This design comes from an exercise in tuning for small area and a short achievable clock period on the open sky130 flow, not from production work. Where RTL was checked, it was by simulation tests only, not by an equivalence proof against the original. No functional check of the RTL was part of runs 2 and 3. No run shown here takes its clock network from TritonCTS; it comes from the design's own scripts or RTL. The clock input has no modelled driver; a real chip could not lean on it and would need a root buffer or a full tree. Power and IR drop assume default switching activity.

### design/flow/design.v
module router_nport #(
    parameter int NPORT  = 8,
    parameter int ADDR_W = $clog2(NPORT)
) (
    input  logic             clk,
    input  logic             reset_n,
    input  logic [NPORT-1:0] din,
    input  logic [NPORT-1:0] frame_n,
    input  logic [NPORT-1:0] valid_n,
    output logic [NPORT-1:0] busy_n,
    output logic [NPORT-1:0] dout,
    output logic [NPORT-1:0] valido_n,
    output logic [NPORT-1:0] frameo_n
);
    localparam int N = 8;
    localparam int W = 3;
    logic [W:0]   r_sr    [N];
    logic [N-1:0] w_inArb;
    logic [W-1:0] w_addr  [N];
    logic [N-1:0] r_jg;      
    logic [N-1:0] w_ov;      
    logic [W-1:0] r_ptr   [N];
    logic [N-1:0] r_dout, r_valido, r_frameo;    
    logic [N-1:0] w_arb;
    logic [N-1:0] w_req   [N];    
    logic [N-1:0] w_st    [N];    
    logic [N-1:0] w_gnt   [N];    
    logic [N-1:0] w_granted;
    logic [W-1:0] w_pnext [N];
    logic [N-1:0] w_any;
    logic [N-1:0] w_osel  [N];    
    logic [N-1:0] w_dm, w_v, w_f;
    always_comb begin
        for (int i = 0; i < N; i++) begin
            w_inArb[i]  = r_sr[i][0];
            w_addr[i] = r_sr[i][W:1];
        end
    end
    assign w_arb = w_inArb;
    always_comb begin
        for (int d = 0; d < N; d++)
            for (int i = 0; i < N; i++) begin
                w_req[d][i] = w_arb[i] && (w_addr[i] == d);
                w_st[d][i]  = (r_ptr[d] == i);
            end
    end
    function automatic logic [N-1:0] prefixOr(input logic [N-1:0] x);
        logic [N-1:0] p1, p2, p4;
        p1 = x  | {x[N-2:0], 1'b0};
        p2 = p1 | {p1[N-3:0], 2'b0};
        p4 = p2 | {p2[N-5:0], 4'b0};
        prefixOr = {p4[N-2:0], 1'b0};
    endfunction
    always_comb begin
        w_granted = '0;
        for (int d = 0; d < N; d++) begin
            logic [N-1:0] above, hi, x;
            above = prefixOr(w_st[d]) | w_st[d];    
            hi    = w_req[d] & above;
            x     = (hi != '0) ? hi : w_req[d];
            w_gnt[d] = x & ~prefixOr(x) & {N{!w_ov[d]}};
            w_any[d] = (w_req[d] != '0);
            w_pnext[d] = '0;    
            for (int i = 0; i < N; i++)
                if (w_gnt[d][i]) w_pnext[d] = w_pnext[d] | W'((i + 1) % N);
            w_granted = w_granted | w_gnt[d];
        end
    end
    always_comb begin
        for (int d = 0; d < N; d++)
            for (int i = 0; i < N; i++) w_osel[d][i] = w_st[d][(i + 1) % N];
    end
    for (genvar d = 0; d < N; d++) begin : g_mux
        router_onehot_mux   u_dmux (.sel(w_osel[d]), .a(din),                    .y(w_dm[d]));
        router_onehot_mux_en u_vmux (.sel(w_osel[d]), .a(valid_n), .e(!w_ov[d]), .y_n(w_v[d]));
        router_onehot_mux_en u_fmux (.sel(w_osel[d]), .a(frame_n), .e(!w_ov[d]), .y_n(w_f[d]));
    end
    always_ff @(posedge clk or negedge reset_n) begin
        if (!reset_n) begin
            for (int i = 0; i < N; i++) r_sr[i] <= '0;
        end else begin
            for (int i = 0; i < N; i++) begin
                if (r_sr[i][0]) begin
                    if (w_granted[i]) r_sr[i] <= '0;           
                end else if (frame_n[i]) begin
                    r_sr[i] <= 4'b1000;                        
                end else if (r_sr[i] != '0) begin
                    r_sr[i] <= {din[i], r_sr[i][W:1]};         
                end
            end
        end
    end
    assign w_ov = r_frameo | r_jg;
    always_ff @(posedge clk or negedge reset_n) begin
        if (!reset_n) begin
            r_jg       <= '0;
            r_dout     <= '0;
            r_valido   <= '0;
            r_frameo   <= '0;
            for (int d = 0; d < N; d++) r_ptr[d] <= '0;
        end else begin
            for (int d = 0; d < N; d++) begin
                r_dout[d]     <= w_dm[d] && w_v[d];
                r_valido[d]   <= w_v[d];
                r_frameo[d]   <= w_f[d];
                r_jg[d]       <= !w_ov[d] && w_any[d];
                if (!w_ov[d] && w_any[d]) r_ptr[d] <= w_pnext[d];
            end
        end
    end
    assign busy_n   = ~w_inArb;
    assign dout     = r_dout;
    assign valido_n = ~r_valido;
    assign frameo_n = ~r_frameo;
endmodule
module router_onehot_mux (
    input  logic [7:0] sel,
    input  logic [7:0] a,
    output logic       y
);
    assign y = |(sel & a);
endmodule
module router_onehot_mux_en (
    input  logic [7:0] sel,
    input  logic [7:0] a,
    input  logic       e,
    output logic       y_n
);
    assign y_n = !(|(sel & a) | e);
endmodule
### design/flow/standard.sh
#!/bin/bash
# synth_recipe.tcl (not shown) runs the flow's synth.tcl, then flattens the netlist and writes it again
# the make line also repeats each setting of config.mk as NAME=value (left out here)
make -C /OpenROAD-flow-scripts/flow DESIGN_CONFIG=/design/flow/config.mk WORK_HOME=/design/flow/orfs CLKGATE_MAP_FILE= SYNTH_SCRIPT=/design/flow/synth_recipe.tcl "${@:-finish}"
### design/flow/flow/cts_post.tcl
# POST_CTS hook: replace the clock tree that CTS built (a root buffer and
# eight leaf buffers, two levels) by one level of four clkbuf_16 buffers fed
# straight from the clock port. The flip-flops are split into four
# quadrants (by x, then each half by y) and each buffer sits at the centre of
# its quadrant's flip-flops, so every flip-flop's clock goes through exactly
# one buffer and arrives at about the same time.
set block [ord::get_db_block]
set clknet [$block findNet clk]

# Remove the cells that CTS made (its buffers, and the dummy loads it hangs
# on the tree to balance it) and the nets between them: every cell on a
# CTS net other than at a flip-flop clock pin.
set cts_insts {}
foreach net [$block getNets] {
  if {![string match "clknet_*" [$net getName]]} { continue }
  foreach it [$net getITerms] {
    if {[[$it getMTerm] getName] ne "CLK"} { lappend cts_insts [$it getInst] }
  }
}
foreach it [$clknet getITerms] {
  if {[[$it getMTerm] getName] ne "CLK"} { lappend cts_insts [$it getInst] }
}
foreach inst [lsort -unique $cts_insts] { odb::dbInst_destroy $inst }
foreach net [$block getNets] {
  if {[string match "clknet_*" [$net getName]]} { odb::dbNet_destroy $net }
}
foreach inst [$block getInsts] {
  if {[string match "clkload*" [$inst getName]]} { puts "cts_post: left over [$inst getName]" }
}

# Every flip-flop clock pin, now unconnected, goes back on the clock net.
set sinks {}
foreach inst [$block getInsts] {
  set it [$inst findITerm CLK]
  if {$it eq "NULL" || $it eq ""} { continue }
  if {[$it getNet] ne "NULL" && [$it getNet] ne ""} { $it disconnect }
  set loc [$inst getLocation]
  lappend sinks [list [lindex $loc 0] [lindex $loc 1] $it]
}
puts "cts_post: [llength $sinks] clock pins"

set master [[ord::get_db] findMaster sky130_fd_sc_hd__clkbuf_16]
set sinks [lsort -integer -index 0 $sinks]
set h [expr {[llength $sinks] / 2}]
set groups {}
foreach half [list [lrange $sinks 0 [expr {$h - 1}]] [lrange $sinks $h end]] {
  set half [lsort -integer -index 1 $half]
  set m [expr {[llength $half] / 2}]
  lappend groups [lrange $half 0 [expr {$m - 1}]] [lrange $half $m end]
}
set b 0
foreach part $groups {
  set net [odb::dbNet_create $block "clknet_q$b"]
  $net setSigType CLOCK
  set inst [odb::dbInst_create $block $master "clkbuf_q$b"]
  set sx 0
  set sy 0
  foreach s $part {
    [lindex $s 2] connect $net
    incr sx [lindex $s 0]
    incr sy [lindex $s 1]
  }
  [$inst findITerm A] connect $clknet
  [$inst findITerm X] connect $net
  $inst setLocation [expr {$sx / [llength $part]}] [expr {$sy / [llength $part]}]
  $inst setPlacementStatus PLACED
  incr b
}
detailed_placement
check_placement -verbose
estimate_parasitics -placement
report_clock_latency
### design/flow/flow/my_synth.tcl
# synth_recipe.tcl (the standard synthesis script) with one step added
# before the design is flattened: the kept modules router_onehot_mux and
# router_onehot_mux_en, which ABC maps as four-level NAND trees, are replaced
# by the two-level hand-mapped netlists in mux_cells.v (same functions). Registers are not
# touched, so their names and cell types are those of the standard synthesis.
proc synth {args} { yosys synth -nofsm -noshare {*}$args }
source $::env(SCRIPTS_DIR)/synth.tcl
read_verilog -overwrite [file dirname $::env(SYNTH_SCRIPT)]/mux_cells.v
hierarchy -top $::env(DESIGN_NAME)
# left out here: clear keep_hierarchy, flatten, clean up, hide names made inside functions
tee -o $::env(REPORTS_DIR)/synth_stat_final.txt stat -liberty [lindex $::env(LIB_FILES) 0]
# left out here: write 1_2_yosys.v
### design/flow/flow/run.sh
#!/bin/bash
# Own layout flow: the standard layout, with
#  - synthesis by flow/my_synth.tcl: the standard synthesis script plus
#    a hand-mapped one-hot multiplexer module (flow/mux_cells.v),
#  - small port buffers (buf_4 instead of the default delay buffers),
#  - repair_timing aiming for a larger setup margin (the SDC is unchanged),
#  - a one-level clock tree (flow/cts_post.tcl, run as ORFS's POST_CTS_TCL
#    hook): four clkbuf_16 fed from the clock port, one per quadrant.
set -euo pipefail
work=$(pwd)
bash standard.sh SYNTH_SCRIPT=$work/flow/my_synth.tcl synth > synth.log 2>&1
export BUFFER_PORTS_ARGS="-buffer_cell sky130_fd_sc_hd__buf_4"
export SETUP_SLACK_MARGIN=7.2
export POST_CTS_TCL=$work/flow/cts_post.tcl
bash standard.sh finish > layout.log 2>&1
### design/flow/config.mk
export PLATFORM = sky130hd
export DESIGN_NAME = router_nport
export DESIGN_NICKNAME = router_nport
export VERILOG_FILES = /design/flow/design.v
export SDC_FILE = /design/flow/constraint.sdc
export NUM_CORES = 4
export LEC_CHECK = 0
export ABC_AREA = 1
export CAP_MARGIN = 20
export CORE_MARGIN = 2
export CORE_UTILIZATION = 30
export PLACE_DENSITY = 0.45
export SLEW_MARGIN = 20
export SYNTH_HIERARCHICAL = 1
export SYNTH_MINIMUM_KEEP_SIZE = 0
### design/flow/constraint.sdc
create_clock -name core_clock -period 10.0 [get_ports {clk}]
set_input_delay 2.0000 -clock core_clock [delete_from_list [all_inputs] [get_ports {clk}]]
set_output_delay 2.0000 -clock core_clock [all_outputs]
set_load 0.01 [all_outputs]
### design/flow/flow/mux_cells.v
// Hand-mapped router_onehot_mux: y = |(sel & a) as four AND-OR-invert
// pairs and a NAND, two gate levels.
module router_onehot_mux (sel, a, y);
  input [7:0] sel;
  input [7:0] a;
  output y;
  wire [3:0] p;
  sky130_fd_sc_hd__a22oi_1 u_p0 (.A1(sel[0]), .A2(a[0]), .B1(sel[1]), .B2(a[1]), .Y(p[0]));
  sky130_fd_sc_hd__a22oi_1 u_p1 (.A1(sel[2]), .A2(a[2]), .B1(sel[3]), .B2(a[3]), .Y(p[1]));
  sky130_fd_sc_hd__a22oi_1 u_p2 (.A1(sel[4]), .A2(a[4]), .B1(sel[5]), .B2(a[5]), .Y(p[2]));
  sky130_fd_sc_hd__a22oi_1 u_p3 (.A1(sel[6]), .A2(a[6]), .B1(sel[7]), .B2(a[7]), .Y(p[3]));
  sky130_fd_sc_hd__nand4_1 u_or (.A(p[0]), .B(p[1]), .C(p[2]), .D(p[3]), .Y(y));
endmodule

// Hand-mapped router_onehot_mux_en: y_n = !(|(sel & a) | e), two gate levels.
module router_onehot_mux_en (sel, a, e, y_n);
  input [7:0] sel;
  input [7:0] a;
  input e;
  output y_n;
  wire [3:0] p;
  sky130_fd_sc_hd__a22oi_1  u_p0 (.A1(sel[0]), .A2(a[0]), .B1(sel[1]), .B2(a[1]), .Y(p[0]));
  sky130_fd_sc_hd__a22oi_1  u_p1 (.A1(sel[2]), .A2(a[2]), .B1(sel[3]), .B2(a[3]), .Y(p[1]));
  sky130_fd_sc_hd__a22oi_1  u_p2 (.A1(sel[4]), .A2(a[4]), .B1(sel[5]), .B2(a[5]), .Y(p[2]));
  sky130_fd_sc_hd__a221oi_1 u_p3 (.A1(sel[6]), .A2(a[6]), .B1(sel[7]), .B2(a[7]), .C1(e), .Y(p[3]));
  sky130_fd_sc_hd__and4_1   u_or (.A(p[0]), .B(p[1]), .C(p[2]), .D(p[3]), .X(y_n));
endmodule
==> impl_metrics.ini, run 1 <==
[status]
run_status = timing/DRC/antenna clean

[worst_hold_path]
timing.hold.worst.start = r_sr[2][1]$_DFFE_PN0P_
type_of_the_tightest_min_delay_check = reg2reg

[setup_path]
cp_max_fo = 2
r2r_start = r_sr[4][0]$_DFF_PN0_
worstPathRequired_ps = 8000
worst-endpoint-arrival_ps = 800
timing_worst_setup_path_type = reg2out
max_stage_delay_ps = 420
crit_path_top_delay_cell = dfrtp_1
critical_path.cell_chain = inv_2, buf_6
critical_path.endpoint_type = output port
startpoint_type = flop
startpoint = r_sr[1][0]$_DFF_PN0_

[cells_and_area]
drive_gt1_share_pct = 16.8
synthToLayoutAreaGrowth_pct = 15.7
mostFrequentLayoutCells = 372 x nand2_1, 159 x inv_1, 142 x nor2_1
stdcell_count = 1675
layout.cells.most_common = nand2_1
n_antenna_cell = 0
num-nets-final = 1368

[clocking]
clk_transition_reported_paths_ps = 110
cts_num_sinks = 88
insertion_delay_ps = 170

[sta]
layout_setup_ws_ps = 7200
final_max_slew_viol_count = 0
slew_headroom_pct = 50.8
setup_viol_count_final = 0
timing.clock.skew_ps = 16.5
finalWorstPathRequiredPeriod_ps = 2800
post-route-period-util_pct = 28.0
fmaxAchievable_mhz = 358
final-hold-violation-count = 0
tightestPinTransition_ps = 735
rsz0062_at_grt = true
timing.setup.tns_ps = 0

[route]
detailedRoute.firstPassIterationCount = 6
post_detailed_route_count_of_antenna_violating_nets = 0
vias_per_cell = 5.43
vias = 9101
avgRoutedWirePerCell_um = 20.9
drc_errors = 0
detail_route.iter0.violations = 1137
totalWireLength_um = 35000

[place]
dp_hpwl_um = 27200
placement.io_buffers = 57
place.gp.congestion = 0.916
dp_slack_ps = 6810
numPlacedInstances = 1652

[global_route]
gr-total-overflow = 0
pin_count_of_the_biggest_net_entering_global_routing = 51
global_route_wire_length_before_repair_um = 52800
grt_use_total_pct = 25.2
antenna_found_initial = 0
first_global_vias = 8718

[floorplan]
row_cnt = 59
chip_width_um = 166
floorplan.initialDensity_pct = 30.4
height_of_the_die_um = 166
core_um2 = 25900
floorplan.die_area_um2 = 27500
floorplan.io_pins = 58

[yosys]
netlist_area_um2 = 7870
postSynthAreaPerCell_um2 = 6.21
postSynthCellCount = 1267
yosys_warnings = 23

[power]
power-per-cell-area_nw_per_um2 = 290
static-leakage-power_nw = 4.73
power.ir.vdd_worst_v = 0.000102

[job]
maxCapViolations = 0
==> power by group <==
group / switching (W) / internal [W]
clock network: 0.000112 / 0.0000741
registers: 0.000199 / 0.000513
logic: 0.00114 / 0.000603
total: 0.00145 / 0.00119
==> registers in the layout (all words and copies together) (netlist names) <==
name      count
r_jg          8
r_dout        8
r_sr         32
r_valido      8
r_frameo      8
r_ptr        24
==> final cells by class <==
class / instances / area [µm²]
Fill cell: 2850 / 16800
Multi-Input combinational cell: 982 / 5000
Sequential cell: 88 / 2210
Inverter: 189 / 712
Timing Repair Buffer: 77 / 661
Tap cell: 335 / 419
Buffer: 4 / 100
==> per-layer routing <==
layer | GRT usage [%] | up-vias | routed length (µm)
met4 | 9.60 | 0 | 1430
met3 | 4.81 | 83 | 3030
met1 | 33.4 | 4230 | 14900
met5 | 0 | - | 0
met2 | 40.6 | 423 | 15700
li1 | - | 4365 | -
==> worst max-delay path, delay by kind of cell (launching register included) <==
kind,cells,cell delay [ps]
buffers and inverters,2,210
flip-flops,1,420
==> metrics by stage <==
step           hold WS, ps  instance area (µm²)  power, W  util [%]
2_1_floorplan          480                 7870   0.00183         -
3_3_place_gp           521                 8680   0.00235      33.5
3_5_place_dp           514                 8680   0.00233      33.5
5_1_grt                590                 9100   0.00289      35.1
6_report               538                 9100   0.00264      35.1
==> worst paths after layout <==
check	endpoint	slack, ps	cells after the start
hold reg to reg	r_sr[2][0]$_DFF_PN0_	540	2
max in group asynchronous	r_ptr[1][2]$_DFFE_PN0P_	7430	2
hold / removal	r_sr[2][0]$_DFF_PN0_	540	2
setup reg to reg	r_sr[0][3]$_DFFE_PN0P_	7300	17
min in group asynchronous	r_sr[0][1]$_DFFE_PN0P_	1790	1
setup / recovery	busy_n[1]	7200	2
==> run 2, diff against run 1 <==
--- a/design/flow/design.v
+++ b/design/flow/design.v
@@ -46,23 +46,14 @@
     end
-    function automatic logic [N-1:0] prefixOr(input logic [N-1:0] x);
-        logic [N-1:0] p1, p2, p4;
-        p1 = x  | {x[N-2:0], 1'b0};
-        p2 = p1 | {p1[N-3:0], 2'b0};
-        p4 = p2 | {p2[N-5:0], 4'b0};
-        prefixOr = {p4[N-2:0], 1'b0};
-    endfunction
+    for (genvar d = 0; d < N; d++) begin : g_arb
+        logic [N-1:0] m;
+        always_comb for (int i = 0; i < N; i++) m[i] = (r_ptr[d] <= i);    
+        router_rr_arb u_arb (
+            .r(w_req[d]), .rn(~w_req[d]), .st(w_st[d]), .stn(~w_st[d]), .m(m),
+            .ov(w_ov[d]), .ovn(!w_ov[d]),
+            .g(w_gnt[d]), .pn(w_pnext[d]), .any(w_any[d])
+        );
+    end
     always_comb begin
         w_granted = '0;
-        for (int d = 0; d < N; d++) begin
-            logic [N-1:0] above, hi, x;
-            above = prefixOr(w_st[d]) | w_st[d];    
-            hi    = w_req[d] & above;
-            x     = (hi != '0) ? hi : w_req[d];
-            w_gnt[d] = x & ~prefixOr(x) & {N{!w_ov[d]}};
-            w_any[d] = (w_req[d] != '0);
-            w_pnext[d] = '0;    
-            for (int i = 0; i < N; i++)
-                if (w_gnt[d][i]) w_pnext[d] = w_pnext[d] | W'((i + 1) % N);
-            w_granted = w_granted | w_gnt[d];
-        end
+        for (int d = 0; d < N; d++) w_granted = w_granted | w_gnt[d];
     end
@@ -130 +121,40 @@
 endmodule
+module router_rr_arb (
+    input  logic [7:0] r,
+    input  logic [7:0] rn,
+    input  logic [7:0] st,
+    input  logic [7:0] stn,
+    input  logic [7:0] m,
+    input  logic       ov,
+    input  logic       ovn,
+    output logic [7:0] g,
+    output logic [2:0] pn,
+    output logic       any
+);
+    logic hi, t0, tn1, t2, tn3, q0, q1, a, b, t4n, t5, tn6, t7;
+    assign hi  = |(r & m);
+    assign t0  = !(stn[0] & hi);
+    assign tn1 = !((t0 & rn[0]) | st[1]);
+    assign t2  = !((tn1 | r[1]) & stn[2]);
+    assign tn3 = !((t2 & rn[2]) | st[3]);
+    assign q0  = !(r[0] | r[1] | r[2] | r[3]);
+    assign q1  = !(r[4] | r[5] | r[6] | r[7]);
+    assign a   = (rn[1] & st[1]) | st[2];
+    assign b   = (rn[2] & a) | st[3];
+    assign t4n = !((t0 & q0) | (rn[3] & b) | st[4]);
+    assign t5  = !((t4n | r[4]) & stn[5]);
+    assign tn6 = !((t5 & rn[5]) | st[6]);
+    assign t7  = !((tn6 | r[6]) & stn[7]);
+    assign g[0] = r[0] & t0 & ovn;
+    assign g[1] = !(rn[1] | tn1 | ov);
+    assign g[2] = r[2] & t2 & ovn;
+    assign g[3] = !(rn[3] | tn3 | ov);
+    assign g[4] = !(rn[4] | t4n | ov);
+    assign g[5] = r[5] & t5 & ovn;
+    assign g[6] = !(rn[6] | tn6 | ov);
+    assign g[7] = r[7] & t7 & ovn;
+    assign pn[0] = g[0] | g[2] | g[4] | g[6];
+    assign pn[1] = g[1] | g[2] | g[5] | g[6];
+    assign pn[2] = g[3] | g[4] | g[5] | g[6];
+    assign any   = !(q0 & q1);
+endmodule
--- a/design/flow/flow/run.sh
+++ b/design/flow/flow/run.sh
@@ -4,3 +4,3 @@
 #    a hand-mapped one-hot multiplexer module (flow/mux_cells.v),
-#  - small port buffers (buf_4 instead of the default delay buffers),
+#  - small port buffers (buf_2 instead of the default delay buffers),
 #  - repair_timing aiming for a larger setup margin (the SDC is unchanged),
@@ -11,3 +11,3 @@
 bash standard.sh SYNTH_SCRIPT=$work/flow/my_synth.tcl synth > synth.log 2>&1
-export BUFFER_PORTS_ARGS="-buffer_cell sky130_fd_sc_hd__buf_4"
+export BUFFER_PORTS_ARGS="-buffer_cell sky130_fd_sc_hd__buf_2"
 export SETUP_SLACK_MARGIN=7.2
--- a/design/flow/flow/mux_cells.v
+++ b/design/flow/flow/mux_cells.v
@@ -27 +27,46 @@
 endmodule
+
+// Hand-mapped router_rr_arb: the same gates as its RTL equations.
+module router_rr_arb (r, rn, st, stn, m, ov, ovn, g, pn, any);
+  input [7:0] r;
+  input [7:0] rn;
+  input [7:0] st;
+  input [7:0] stn;
+  input [7:0] m;
+  input ov;
+  input ovn;
+  output [7:0] g;
+  output [2:0] pn;
+  output any;
+  wire [3:0] p;
+  wire hi, t0, tn1, t2, tn3, q0, q1, a, b, t4n, t5, tn6, t7;
+  sky130_fd_sc_hd__a22oi_1  u_h0 (.A1(r[0]), .A2(m[0]), .B1(r[1]), .B2(m[1]), .Y(p[0]));
+  sky130_fd_sc_hd__a22oi_1  u_h1 (.A1(r[2]), .A2(m[2]), .B1(r[3]), .B2(m[3]), .Y(p[1]));
+  sky130_fd_sc_hd__a22oi_1  u_h2 (.A1(r[4]), .A2(m[4]), .B1(r[5]), .B2(m[5]), .Y(p[2]));
+  sky130_fd_sc_hd__a22oi_1  u_h3 (.A1(r[6]), .A2(m[6]), .B1(r[7]), .B2(m[7]), .Y(p[3]));
+  sky130_fd_sc_hd__nand4_1  u_hi (.A(p[0]), .B(p[1]), .C(p[2]), .D(p[3]), .Y(hi));
+  sky130_fd_sc_hd__nand2_1  u_t0 (.A(stn[0]), .B(hi), .Y(t0));
+  sky130_fd_sc_hd__a21oi_1  u_t1 (.A1(t0), .A2(rn[0]), .B1(st[1]), .Y(tn1));
+  sky130_fd_sc_hd__o21ai_1  u_t2 (.A1(tn1), .A2(r[1]), .B1(stn[2]), .Y(t2));
+  sky130_fd_sc_hd__a21oi_1  u_t3 (.A1(t2), .A2(rn[2]), .B1(st[3]), .Y(tn3));
+  sky130_fd_sc_hd__nor4_1   u_q0 (.A(r[0]), .B(r[1]), .C(r[2]), .D(r[3]), .Y(q0));
+  sky130_fd_sc_hd__nor4_1   u_q1 (.A(r[4]), .B(r[5]), .C(r[6]), .D(r[7]), .Y(q1));
+  sky130_fd_sc_hd__a21o_1   u_a  (.A1(rn[1]), .A2(st[1]), .B1(st[2]), .X(a));
+  sky130_fd_sc_hd__a21o_1   u_b  (.A1(rn[2]), .A2(a), .B1(st[3]), .X(b));
+  sky130_fd_sc_hd__a221oi_1 u_t4 (.A1(t0), .A2(q0), .B1(rn[3]), .B2(b), .C1(st[4]), .Y(t4n));
+  sky130_fd_sc_hd__o21ai_1  u_t5 (.A1(t4n), .A2(r[4]), .B1(stn[5]), .Y(t5));
+  sky130_fd_sc_hd__a21oi_1  u_t6 (.A1(t5), .A2(rn[5]), .B1(st[6]), .Y(tn6));
+  sky130_fd_sc_hd__o21ai_1  u_t7 (.A1(tn6), .A2(r[6]), .B1(stn[7]), .Y(t7));
+  sky130_fd_sc_hd__and3_1   u_g0 (.A(r[0]), .B(t0), .C(ovn), .X(g[0]));
+  sky130_fd_sc_hd__nor3_1   u_g1 (.A(rn[1]), .B(tn1), .C(ov), .Y(g[1]));
+  sky130_fd_sc_hd__and3_1   u_g2 (.A(r[2]), .B(t2), .C(ovn), .X(g[2]));
+  sky130_fd_sc_hd__nor3_1   u_g3 (.A(rn[3]), .B(tn3), .C(ov), .Y(g[3]));
+  sky130_fd_sc_hd__nor3_1   u_g4 (.A(rn[4]), .B(t4n), .C(ov), .Y(g[4]));
+  sky130_fd_sc_hd__and3_1   u_g5 (.A(r[5]), .B(t5), .C(ovn), .X(g[5]));
+  sky130_fd_sc_hd__nor3_1   u_g6 (.A(rn[6]), .B(tn6), .C(ov), .Y(g[6]));
+  sky130_fd_sc_hd__and3_1   u_g7 (.A(r[7]), .B(t7), .C(ovn), .X(g[7]));
+  sky130_fd_sc_hd__or4_1    u_pn0 (.A(g[0]), .B(g[2]), .C(g[4]), .D(g[6]), .X(pn[0]));
+  sky130_fd_sc_hd__or4_1    u_pn1 (.A(g[1]), .B(g[2]), .C(g[5]), .D(g[6]), .X(pn[1]));
+  sky130_fd_sc_hd__or4_1    u_pn2 (.A(g[3]), .B(g[4]), .C(g[5]), .D(g[6]), .X(pn[2]));
+  sky130_fd_sc_hd__nand2_1  u_any (.A(q0), .B(q1), .Y(any));
+endmodule
--- a/design/flow/flow/my_synth.tcl
+++ b/design/flow/flow/my_synth.tcl
@@ -1,5 +1,6 @@
 # synth_recipe.tcl (the standard synthesis script) with one step added
-# before the design is flattened: the kept modules router_onehot_mux and
-# router_onehot_mux_en, which ABC maps as four-level NAND trees, are replaced
-# by the two-level hand-mapped netlists in mux_cells.v (same functions). Registers are not
+# before the design is flattened: the kept modules router_onehot_mux,
+# router_onehot_mux_en (which ABC maps as four-level NAND trees) and
+# router_rr_arb are replaced by the hand-mapped netlists in mux_cells.v (the
+# same functions, gate for gate as their RTL equations). Registers are not
 # touched, so their names and cell types are those of the standard synthesis.
==> impl_metrics.ini, run 2 <==
[cells_and_area]
synthToLayoutAreaGrowth_pct = 33.4
drive_gt1_share_pct = 32.5
largest_reg_flops = 32
mostFrequentLayoutCells = 205 x inv_1, 140 x nand2_1, 108 x a22oi_1
layout.cells.most_common = inv_1
multi_input_area_um2 = 5360
seq_area_um2 = 2230
n_fill_cell = 2634
reg.largest.list = r_sr: 32 flops, r_ptr: 24 flops
top_register = r_sr
n_antenna_cell = 0
num-nets-final = 1297

[yosys]
postSynthAreaPerCell_um2 = 6.62
yosys_warnings = 21
postSynthCellCount = 1126
netlist_area_um2 = 7460

[route]
vias_per_cell = 5.65
vias = 8999
highest_layer = met4
metal1_wirelength_um = 13800
detailedRoute.firstPassIterationCount = 8
detail_route.iter0.violations = 1036
post_detailed_route_count_of_antenna_violating_nets = 0
drc_errors = 0
met2_length_um = 16000
met3RoutedLength_um = 3360
avgRoutedWirePerCell_um = 21.7
totalWireLength_um = 34500

[floorplan]
row_cnt = 57
chip_width_um = 162
floorplan.initialDensity_pct = 30.6
core_um2 = 24400
floorplan.die_area_um2 = 26100
floorplan.io_pins = 58
height_of_the_die_um = 162

[setup_path]
critical_path.cell_chain = buf_2, a221oi_2, and4_1
timing_worst_setup_path_type = in2reg
worst-endpoint-arrival_ps = 2900
crit_path_top_delay_cell = a221oi_2
r2r_start = r_sr[1][2]$_DFFE_PN0P_
startpoint_type = input port
worst_setup_path_endpoint = r_frameo[7]$_DFF_PN0_
reg2regPathDepth = 18
regToRegEndpoint = r_sr[7][2]$_DFFE_PN0P_
r2r_setup_slack_ps = 7200
worstPathRequired_ps = 10090
startpoint = frame_n[6]
worst-path-stages = 3
critical_path.endpoint_type = flop
critical_path.n_buffers_inverters = 1
cp_max_fo = 10
max_stage_delay_ps = 330
critPathTopFamily = compound AO/OA/AOI/OAI gates

[power]
pwr-share-clk_pct = 7.0
design_power_total_w = 0.00260
power.combinational.fraction_pct = 68.0
static-leakage-power_nw = 4.36
power.switching_fraction_pct = 53.0
power-per-cell-area_nw_per_um2 = 262
sequentialPowerShare_pct = 24.9
power_switching_w = 0.00138
power.ir.vdd_worst_v = 0.000101
internal-power_w = 0.00122

[global_route]
antenna_found_initial = 0
first_global_vias = 8447
pin_count_of_the_biggest_net_entering_global_routing = 49
gr-total-overflow = 0
grt_use_total_pct = 26.0
global_route_wire_length_before_repair_um = 51000

[clocking]
insertion_delay_ps = 170
clk_transition_reported_paths_ps = 100
cts_num_sinks = 88

[worst_hold_path]
hold-path-cell-count = 2
type_of_the_tightest_min_delay_check = reg2reg

[sta]
setup_viol_count_final = 0
fmaxAchievable_mhz = 356
finalHoldWorstSlack_ps = 552
final_max_slew_viol_count = 0
timing.setup.tns_ps = 0
finalWorstPathRequiredPeriod_ps = 2810
slew_headroom_pct = 53.7
final-hold-violation-count = 0
post-route-period-util_pct = 28.1
rsz0062_at_grt = true
tightestPinTransition_ps = 692
timing.clock.skew_ps = 10.4

[place]
placement.io_buffers = 57
place.gp.congestion = 0.978
dp_hpwl_um = 25000

[job]
maxCapViolations = 0

[status]
run_status = timing/DRC/antenna clean
run 2: cell types whose count changed in the layout (fill, tap and decap cells not counted), sizes merged, moves of 9 or more:
cell	previous run	this run
a21o	1	16
inv	188	252
or4	0	24
nor3	42	72
nand2	411	158
o21ai	21	55
o22ai	4	13
nand4	28	16
buf	77	132
nand3	105	15
a22oi	80	112
and3	0	32
run 2: power by group through the flow:
stage / clock network (W) / logic, W / registers (W)
floorplan: 0 / 0.000902 / 0.000605
global placement: 0 / 0.00131 / 0.000632
detailed placement: 0 / 0.00128 / 0.000632
global route: 0.000200 / 0.00194 / 0.000671
finish: 0.000183 / 0.00177 / 0.000649
run 2: worst min-delay path by stage:
stage                                       from                      to  slack (ps)
after floorplan           r_sr[0][3]$_DFFE_PN0P_  r_sr[0][3]$_DFFE_PN0P_         480
after global placement    r_sr[2][3]$_DFFE_PN0P_  r_sr[2][3]$_DFFE_PN0P_         510
after detailed placement  r_sr[2][3]$_DFFE_PN0P_  r_sr[2][3]$_DFFE_PN0P_         520
after global routing      r_sr[1][3]$_DFFE_PN0P_  r_sr[1][3]$_DFFE_PN0P_         610
final                     r_sr[1][3]$_DFFE_PN0P_  r_sr[1][3]$_DFFE_PN0P_         550
run 2: layout make-up:
type	instances	share of cell area (%)
timing repair buffer	132	9.06
sequential	88	22.5
inverter	252	9.56
tap	324	4.07
buffer	4	1.01
multi-input combinational	793	53.8
run 2: stage by stage:
step,cell area (µm²),utilization (%),worst slack (ps),std cells
2_1_floorplan,7490,-,7390,1133
3_3_place_gp,8190,33.6,6740,1515
3_5_place_dp,8190,33.6,6790,1515
5_1_grt,9950,40.8,7010,1593
6_report,9950,40.8,7190,1593
run 2: metal layers:
metal / up-vias / global-route usage [%]
li1: 4135 / -
met1: 4265 / 34.4
met2: 499 / 42.9
met3: 100 / 4.83
met4: 0 / 8.65
met5: - / 0
run 2: tightest hold or removal path, delay by kind of cell, from the launching register on:
| kind | cells | cell delay, ps |
|---|---|---|
| and+or+nand+nor | 2 | 120 |
| DFF | 1 | 410 |
==> run 3, diff against run 2 <==
--- a/design/flow/design.v
+++ b/design/flow/design.v
@@ -22,3 +22,3 @@
     logic [W-1:0] r_ptr   [N];
-    logic [N-1:0] r_dout, r_valido, r_frameo;    
+    logic [N-1:0] r_dout, r_valido_n, r_frameo_n;
     logic [N-1:0] w_arb;
@@ -31,3 +31,3 @@
     logic [N-1:0] w_osel  [N];    
-    logic [N-1:0] w_dm, w_v, w_f;
+    logic [N-1:0] w_dm, w_vn, w_fn;
     always_comb begin
@@ -65,4 +65,4 @@
         router_onehot_mux   u_dmux (.sel(w_osel[d]), .a(din),                    .y(w_dm[d]));
-        router_onehot_mux_en u_vmux (.sel(w_osel[d]), .a(valid_n), .e(!w_ov[d]), .y_n(w_v[d]));
-        router_onehot_mux_en u_fmux (.sel(w_osel[d]), .a(frame_n), .e(!w_ov[d]), .y_n(w_f[d]));
+        router_onehot_mux_e u_vmux (.sel(w_osel[d]), .a(valid_n), .e(!w_ov[d]), .y(w_vn[d]));
+        router_onehot_mux_e u_fmux (.sel(w_osel[d]), .a(frame_n), .e(!w_ov[d]), .y(w_fn[d]));
     end
@@ -83,3 +83,3 @@
     end
-    assign w_ov = r_frameo | r_jg;
+    assign w_ov = ~r_frameo_n | r_jg;
     always_ff @(posedge clk or negedge reset_n) begin
@@ -88,4 +88,4 @@
             r_dout     <= '0;
-            r_valido   <= '0;
-            r_frameo   <= '0;
+            r_valido_n <= '1;
+            r_frameo_n <= '1;
             for (int d = 0; d < N; d++) r_ptr[d] <= '0;
@@ -93,5 +93,5 @@
             for (int d = 0; d < N; d++) begin
-                r_dout[d]     <= w_dm[d] && w_v[d];
-                r_valido[d]   <= w_v[d];
-                r_frameo[d]   <= w_f[d];
+                r_dout[d]     <= w_dm[d] && !w_vn[d];
+                r_valido_n[d] <= w_vn[d];
+                r_frameo_n[d] <= w_fn[d];
                 r_jg[d]       <= !w_ov[d] && w_any[d];
@@ -103,4 +103,4 @@
     assign dout     = r_dout;
-    assign valido_n = ~r_valido;
-    assign frameo_n = ~r_frameo;
+    assign valido_n = r_valido_n;
+    assign frameo_n = r_frameo_n;
 endmodule
@@ -113,3 +113,3 @@
 endmodule
-module router_onehot_mux_en (
+module router_onehot_mux_e (
     input  logic [7:0] sel,
@@ -117,5 +117,5 @@
     input  logic       e,
-    output logic       y_n
+    output logic       y
 );
-    assign y_n = !(|(sel & a) | e);
+    assign y = |(sel & a) | e;
 endmodule
@@ -133,3 +133,3 @@
 );
-    logic hi, t0, tn1, t2, tn3, q0, q1, a, b, t4n, t5, tn6, t7;
+    logic hi, t0, tn1, t2, tn3, t4, tn5, t6, tn7;
     assign hi  = |(r & m);
@@ -139,10 +139,6 @@
     assign tn3 = !((t2 & rn[2]) | st[3]);
-    assign q0  = !(r[0] | r[1] | r[2] | r[3]);
-    assign q1  = !(r[4] | r[5] | r[6] | r[7]);
-    assign a   = (rn[1] & st[1]) | st[2];
-    assign b   = (rn[2] & a) | st[3];
-    assign t4n = !((t0 & q0) | (rn[3] & b) | st[4]);
-    assign t5  = !((t4n | r[4]) & stn[5]);
-    assign tn6 = !((t5 & rn[5]) | st[6]);
-    assign t7  = !((tn6 | r[6]) & stn[7]);
+    assign t4  = !((tn3 | r[3]) & stn[4]);
+    assign tn5 = !((t4 & rn[4]) | st[5]);
+    assign t6  = !((tn5 | r[5]) & stn[6]);
+    assign tn7 = !((t6 & rn[6]) | st[7]);
     assign g[0] = r[0] & t0 & ovn;
@@ -151,6 +147,6 @@
     assign g[3] = !(rn[3] | tn3 | ov);
-    assign g[4] = !(rn[4] | t4n | ov);
-    assign g[5] = r[5] & t5 & ovn;
-    assign g[6] = !(rn[6] | tn6 | ov);
-    assign g[7] = r[7] & t7 & ovn;
+    assign g[4] = r[4] & t4 & ovn;
+    assign g[5] = !(rn[5] | tn5 | ov);
+    assign g[6] = r[6] & t6 & ovn;
+    assign g[7] = !(rn[7] | tn7 | ov);
     assign pn[0] = g[0] | g[2] | g[4] | g[6];
@@ -158,3 +154,3 @@
     assign pn[2] = g[3] | g[4] | g[5] | g[6];
-    assign any   = !(q0 & q1);
+    assign any   = !(!(r[0] | r[1] | r[2] | r[3]) & !(r[4] | r[5] | r[6] | r[7]));
 endmodule
==> design/flow/flow/mux_cells.v (replaced) <==
// Hand-mapped router_onehot_mux: y = |(sel & a) as four AND-OR-invert
// pairs and a NAND, two gate levels.
module router_onehot_mux (sel, a, y);
  input [7:0] sel;
  input [7:0] a;
  output y;
  wire [3:0] p;
  sky130_fd_sc_hd__a22oi_1 u_p0 (.A1(sel[0]), .A2(a[0]), .B1(sel[1]), .B2(a[1]), .Y(p[0]));
  sky130_fd_sc_hd__a22oi_1 u_p1 (.A1(sel[2]), .A2(a[2]), .B1(sel[3]), .B2(a[3]), .Y(p[1]));
  sky130_fd_sc_hd__a22oi_1 u_p2 (.A1(sel[4]), .A2(a[4]), .B1(sel[5]), .B2(a[5]), .Y(p[2]));
  sky130_fd_sc_hd__a22oi_1 u_p3 (.A1(sel[6]), .A2(a[6]), .B1(sel[7]), .B2(a[7]), .Y(p[3]));
  sky130_fd_sc_hd__nand4_1 u_or (.A(p[0]), .B(p[1]), .C(p[2]), .D(p[3]), .Y(y));
endmodule

// Hand-mapped router_onehot_mux_e: y = |(sel & a) | e, two gate levels.
module router_onehot_mux_e (sel, a, e, y);
  input [7:0] sel;
  input [7:0] a;
  input e;
  output y;
  wire [3:0] p;
  sky130_fd_sc_hd__a22oi_1  u_p0 (.A1(sel[0]), .A2(a[0]), .B1(sel[1]), .B2(a[1]), .Y(p[0]));
  sky130_fd_sc_hd__a22oi_1  u_p1 (.A1(sel[2]), .A2(a[2]), .B1(sel[3]), .B2(a[3]), .Y(p[1]));
  sky130_fd_sc_hd__a22oi_1  u_p2 (.A1(sel[4]), .A2(a[4]), .B1(sel[5]), .B2(a[5]), .Y(p[2]));
  sky130_fd_sc_hd__a221oi_1 u_p3 (.A1(sel[6]), .A2(a[6]), .B1(sel[7]), .B2(a[7]), .C1(e), .Y(p[3]));
  sky130_fd_sc_hd__nand4_1  u_or (.A(p[0]), .B(p[1]), .C(p[2]), .D(p[3]), .Y(y));
endmodule

// Hand-mapped router_rr_arb: the same gates as its RTL equations.
module router_rr_arb (r, rn, st, stn, m, ov, ovn, g, pn, any);
  input [7:0] r;
  input [7:0] rn;
  input [7:0] st;
  input [7:0] stn;
  input [7:0] m;
  input ov;
  input ovn;
  output [7:0] g;
  output [2:0] pn;
  output any;
  wire [3:0] p;
  wire hi, t0, tn1, t2, tn3, t4, tn5, t6, tn7, q0, q1;
  sky130_fd_sc_hd__a22oi_1 u_h0 (.A1(r[0]), .A2(m[0]), .B1(r[1]), .B2(m[1]), .Y(p[0]));
  sky130_fd_sc_hd__a22oi_1 u_h1 (.A1(r[2]), .A2(m[2]), .B1(r[3]), .B2(m[3]), .Y(p[1]));
  sky130_fd_sc_hd__a22oi_1 u_h2 (.A1(r[4]), .A2(m[4]), .B1(r[5]), .B2(m[5]), .Y(p[2]));
  sky130_fd_sc_hd__a22oi_1 u_h3 (.A1(r[6]), .A2(m[6]), .B1(r[7]), .B2(m[7]), .Y(p[3]));
  sky130_fd_sc_hd__nand4_1 u_hi (.A(p[0]), .B(p[1]), .C(p[2]), .D(p[3]), .Y(hi));
  sky130_fd_sc_hd__nand2_1 u_t0 (.A(stn[0]), .B(hi), .Y(t0));
  sky130_fd_sc_hd__a21oi_1 u_t1 (.A1(t0), .A2(rn[0]), .B1(st[1]), .Y(tn1));
  sky130_fd_sc_hd__o21ai_1 u_t2 (.A1(tn1), .A2(r[1]), .B1(stn[2]), .Y(t2));
  sky130_fd_sc_hd__a21oi_1 u_t3 (.A1(t2), .A2(rn[2]), .B1(st[3]), .Y(tn3));
  sky130_fd_sc_hd__o21ai_1 u_t4 (.A1(tn3), .A2(r[3]), .B1(stn[4]), .Y(t4));
  sky130_fd_sc_hd__a21oi_1 u_t5 (.A1(t4), .A2(rn[4]), .B1(st[5]), .Y(tn5));
  sky130_fd_sc_hd__o21ai_1 u_t6 (.A1(tn5), .A2(r[5]), .B1(stn[6]), .Y(t6));
  sky130_fd_sc_hd__a21oi_1 u_t7 (.A1(t6), .A2(rn[6]), .B1(st[7]), .Y(tn7));
  sky130_fd_sc_hd__and3_1 u_g0 (.A(r[0]), .B(t0), .C(ovn), .X(g[0]));
  sky130_fd_sc_hd__nor3_1 u_g1 (.A(rn[1]), .B(tn1), .C(ov), .Y(g[1]));
  sky130_fd_sc_hd__and3_1 u_g2 (.A(r[2]), .B(t2), .C(ovn), .X(g[2]));
  sky130_fd_sc_hd__nor3_1 u_g3 (.A(rn[3]), .B(tn3), .C(ov), .Y(g[3]));
  sky130_fd_sc_hd__and3_1 u_g4 (.A(r[4]), .B(t4), .C(ovn), .X(g[4]));
  sky130_fd_sc_hd__nor3_1 u_g5 (.A(rn[5]), .B(tn5), .C(ov), .Y(g[5]));
  sky130_fd_sc_hd__and3_1 u_g6 (.A(r[6]), .B(t6), .C(ovn), .X(g[6]));
  sky130_fd_sc_hd__nor3_1 u_g7 (.A(rn[7]), .B(tn7), .C(ov), .Y(g[7]));
  sky130_fd_sc_hd__or4_1 u_pn0 (.A(g[0]), .B(g[2]), .C(g[4]), .D(g[6]), .X(pn[0]));
  sky130_fd_sc_hd__or4_1 u_pn1 (.A(g[1]), .B(g[2]), .C(g[5]), .D(g[6]), .X(pn[1]));
  sky130_fd_sc_hd__or4_1 u_pn2 (.A(g[3]), .B(g[4]), .C(g[5]), .D(g[6]), .X(pn[2]));
  sky130_fd_sc_hd__nor4_1 u_q0 (.A(r[0]), .B(r[1]), .C(r[2]), .D(r[3]), .Y(q0));
  sky130_fd_sc_hd__nor4_1 u_q1 (.A(r[4]), .B(r[5]), .C(r[6]), .D(r[7]), .Y(q1));
  sky130_fd_sc_hd__nand2_1 u_any (.A(q0), .B(q1), .Y(any));
endmodule
--- a/design/flow/flow/my_synth.tcl
+++ b/design/flow/flow/my_synth.tcl
@@ -2,5 +2,5 @@
 # before the design is flattened: the kept modules router_onehot_mux,
-# router_onehot_mux_en (which ABC maps as four-level NAND trees) and
-# router_rr_arb are replaced by the hand-mapped netlists in mux_cells.v (the
-# same functions, gate for gate as their RTL equations). Registers are not
+# router_onehot_mux_e and router_rr_arb are replaced by the hand-mapped
+# netlists in mux_cells.v (same functions, gate for gate as their RTL
+# equations; ABC maps the multiplexers as four-level NAND trees). Registers are not
 # touched, so their names and cell types are those of the standard synthesis.
==> impl_metrics.ini, run 3 <==
[status]
run_status = timing/DRC/antenna clean

[route]
vias = 9074
drc_errors = 0
avgRoutedWirePerCell_um = 21.4
post_detailed_route_count_of_antenna_violating_nets = 0
detail_route.iter0.violations = 928
detailedRoute.firstPassIterationCount = 5
totalWireLength_um = 34700
vias_per_cell = 5.60

[cells_and_area]
drive_gt1_share_pct = 41.2
reg.largest.list = r_sr: 32 flops, r_ptr: 24 flops
num-nets-final = 1328
synthToLayoutAreaGrowth_pct = 45.2
layout.cells.most_common = inv_1
n_antenna_cell = 0
top_register = r_sr
largest_reg_flops = 32
mostFrequentLayoutCells = 187 x inv_1, 125 x buf_4, 118 x nand2_1

[floorplan]
floorplan.die_area_um2 = 25200
chip_width_um = 159
floorplan.io_pins = 58
height_of_the_die_um = 159
core_um2 = 23500
row_cnt = 56
floorplan.initialDensity_pct = 30.6

[setup_path]
worst-endpoint-arrival_ps = 3060
r2r_setup_slack_ps = 7000
cp_max_fo = 5
regToRegEndpoint = r_sr[7][3]$_DFFE_PN0P_
critical_path.endpoint_type = flop
most_used_cell_cp = nand2_1
worstPathRequired_ps = 10070
timing_worst_setup_path_type = reg2reg
critical_path.n_buffers_inverters = 2
r2r_start = r_ptr[2][1]$_DFFE_PN0P_
reg2regPathDepth = 22
critPathTopFamily = simple AND/OR/NAND/NOR gates
startpoint_type = flop
max_stage_delay_ps = 420
critical_path.cell_chain = buf_4, nand2_2, nor2_4, inv_1, a22oi_1, nand4_1, nand2_1, a21oi_2, o21ai_2, a21oi_2, o21ai_2, a21oi_2, o21ai_2, a21oi_2, nor3_1, nor2_1, nand2_1, nor2_2, nand2_2, nand2_1, nand2_1, nand2_1
crit_path_top_delay_cell = dfrtp_2

[power]
sequentialPowerShare_pct = 24.6
power.combinational.fraction_pct = 68.8
power-per-cell-area_nw_per_um2 = 257
power.switching_fraction_pct = 51.4
pwr-share-clk_pct = 6.5
power_switching_w = 0.00138
internal-power_w = 0.00130
power.ir.vdd_worst_v = 0.000107
static-leakage-power_nw = 4.47

[sta]
fmaxAchievable_mhz = 334
finalWorstPathRequiredPeriod_ps = 3000
slew_headroom_pct = 42.8
setup_viol_count_final = 0
layout_setup_ws_ps = 7000
final-hold-violation-count = 0
timing.clock.skew_ps = 10.8
tightestPinTransition_ps = 851
rsz0062_at_grt = true
timing.setup.tns_ps = 0
post-route-period-util_pct = 30.0
finalHoldWorstSlack_ps = 541
final_max_slew_viol_count = 0

[worst_hold_path]
min_to = r_sr[2][3]$_DFFE_PN0P_
timing.hold.worst.start = r_sr[2][3]$_DFFE_PN0P_
hold-path-cell-count = 2
type_of_the_tightest_min_delay_check = reg2reg

[global_route]
global_route_wire_length_before_repair_um = 49300
grt_use_met3_pct = 8.28
antenna_found_initial = 0
pin_count_of_the_biggest_net_entering_global_routing = 51
groute.layer.met1.usage_pct = 34.7
grtUsageMet2_pct = 38.3
gr-total-overflow = 0
first_global_vias = 8105
global_route.peak_usage_layer = met2
grt_use_total_pct = 25.7

[job]
maxCapViolations = 0

[yosys]
netlist_area_um2 = 7190
postSynthAreaPerCell_um2 = 6.54
postSynthCellCount = 1100
yosys_warnings = 21

[place]
dp_slack_ps = 6720
dp_hpwl_um = 24400
placement.io_buffers = 57
place.gp.congestion = 0.966

[clocking]
insertion_delay_ps = 160
cts_num_sinks = 88
clk_transition_reported_paths_ps = 100
[run 3: per-layer routing]
layer  wire length, µm  vias up
met4              1410        0
li1                  -     4163
met2             15200      470
met1             14200     4350
met3              3860       91
met5                 0        -
[run 3: power by group through the flow]
stage	Combinational [W]	Sequential (W)	Clock, W
finish	0.00185	0.000660	0.000175
global route	0.00200	0.000678	0.000197
floorplan	0.000817	0.000624	0
detailed placement	0.00120	0.000628	0
global placement	0.00122	0.000630	0
[run 3: how the worst max path moves through the flow]
stage,slack [ps],startpoint,endpoint,cells after the start
final,7000,r_ptr[2][1]$_DFFE_PN0P_,r_sr[7][3]$_DFFE_PN0P_,22
after global placement,6620,r_sr[4][2]$_DFFE_PN0P_,r_sr[7][3]$_DFFE_PN0P_,21
after global routing,6800,r_sr[0][0]$_DFF_PN0_,r_sr[7][3]$_DFFE_PN0P_,21
after floorplan,7350,r_ptr[5][2]$_DFFE_PN0P_,r_ptr[5][0]$_DFFE_PN0P_,16
after detailed placement,6720,r_sr[4][2]$_DFFE_PN0P_,r_sr[7][3]$_DFFE_PN0P_,21
[run 3: per-stage QoR]
stage / util [%] / power, W / area, µm² / instances
6_report: 44.5 / 0.00268 / 10400 / 1619
5_1_grt: 44.5 / 0.00288 / 10400 / 1619
3_5_place_dp: 33.7 / 0.00182 / 7910 / 1484
3_3_place_gp: 33.7 / 0.00185 / 7910 / 1484
2_1_floorplan: - / 0.00144 / 7220 / 1107
[run 3: area by class of cell]
class	instances	area [µm²]
timing repair buffer	189	1460
fill	2406	13000
inverter	247	950
tap	319	399
multi-input combinational	772	5270
sequential	88	2260
buffer	4	100
[run 3: worst reg2reg max path, stage by stage (launching register included)]
cell	delay (ps)
dfrtp_2	420
buf_4	150
nand2_2	80
nor2_4	150
inv_1	50
a22oi_1	240
nand4_1	130
nand2_1	100
a21oi_2	70
o21ai_2	180
a21oi_2	90
o21ai_2	190
a21oi_2	90
o21ai_2	190
a21oi_2	70
nor3_1	180
nor2_1	120
nand2_1	90
nor2_2	50
nand2_2	90
nand2_1	60
nand2_1	50
nand2_1	50

==> afterwards: timing with drivers on the ports <==
Ports are ideal in the flow. The routed layouts listed here were re-timed in OpenROAD.
Step 1 (the two cells are an assumption about what drives the block):
set clk [get_ports {clk}]
set_driving_cell -lib_cell sky130_fd_sc_hd__clkbuf_16 $clk
set_driving_cell -lib_cell sky130_fd_sc_hd__buf_2 [delete_from_list [all_inputs] $clk]
Step 2 times the ports against the registers' clock, not the clock port: input delays grow and output delays shrink by t, the midpoint of the rising clock arrivals with the driver on.
a / b / c = ideal ports / drivers / drivers and shift; a / b = the first two.
run | t (ns) | setup WS [ns] | worst data-port slew with drivers (ns)
run 1 | 0.270 | 7.204 / 7.100 / 7.070 | 0.05
run 2 | 0.266 | 7.189 / 7.097 / 6.999 | 0.04
run 3 | 0.263 | 7.004 / 7.004 / 6.979 | 0.04
After both steps every run listed still meets setup and hold. The setup slack of run 2, which loses most, moves by -0.092 ns with the drivers and by -0.190 ns with both steps.
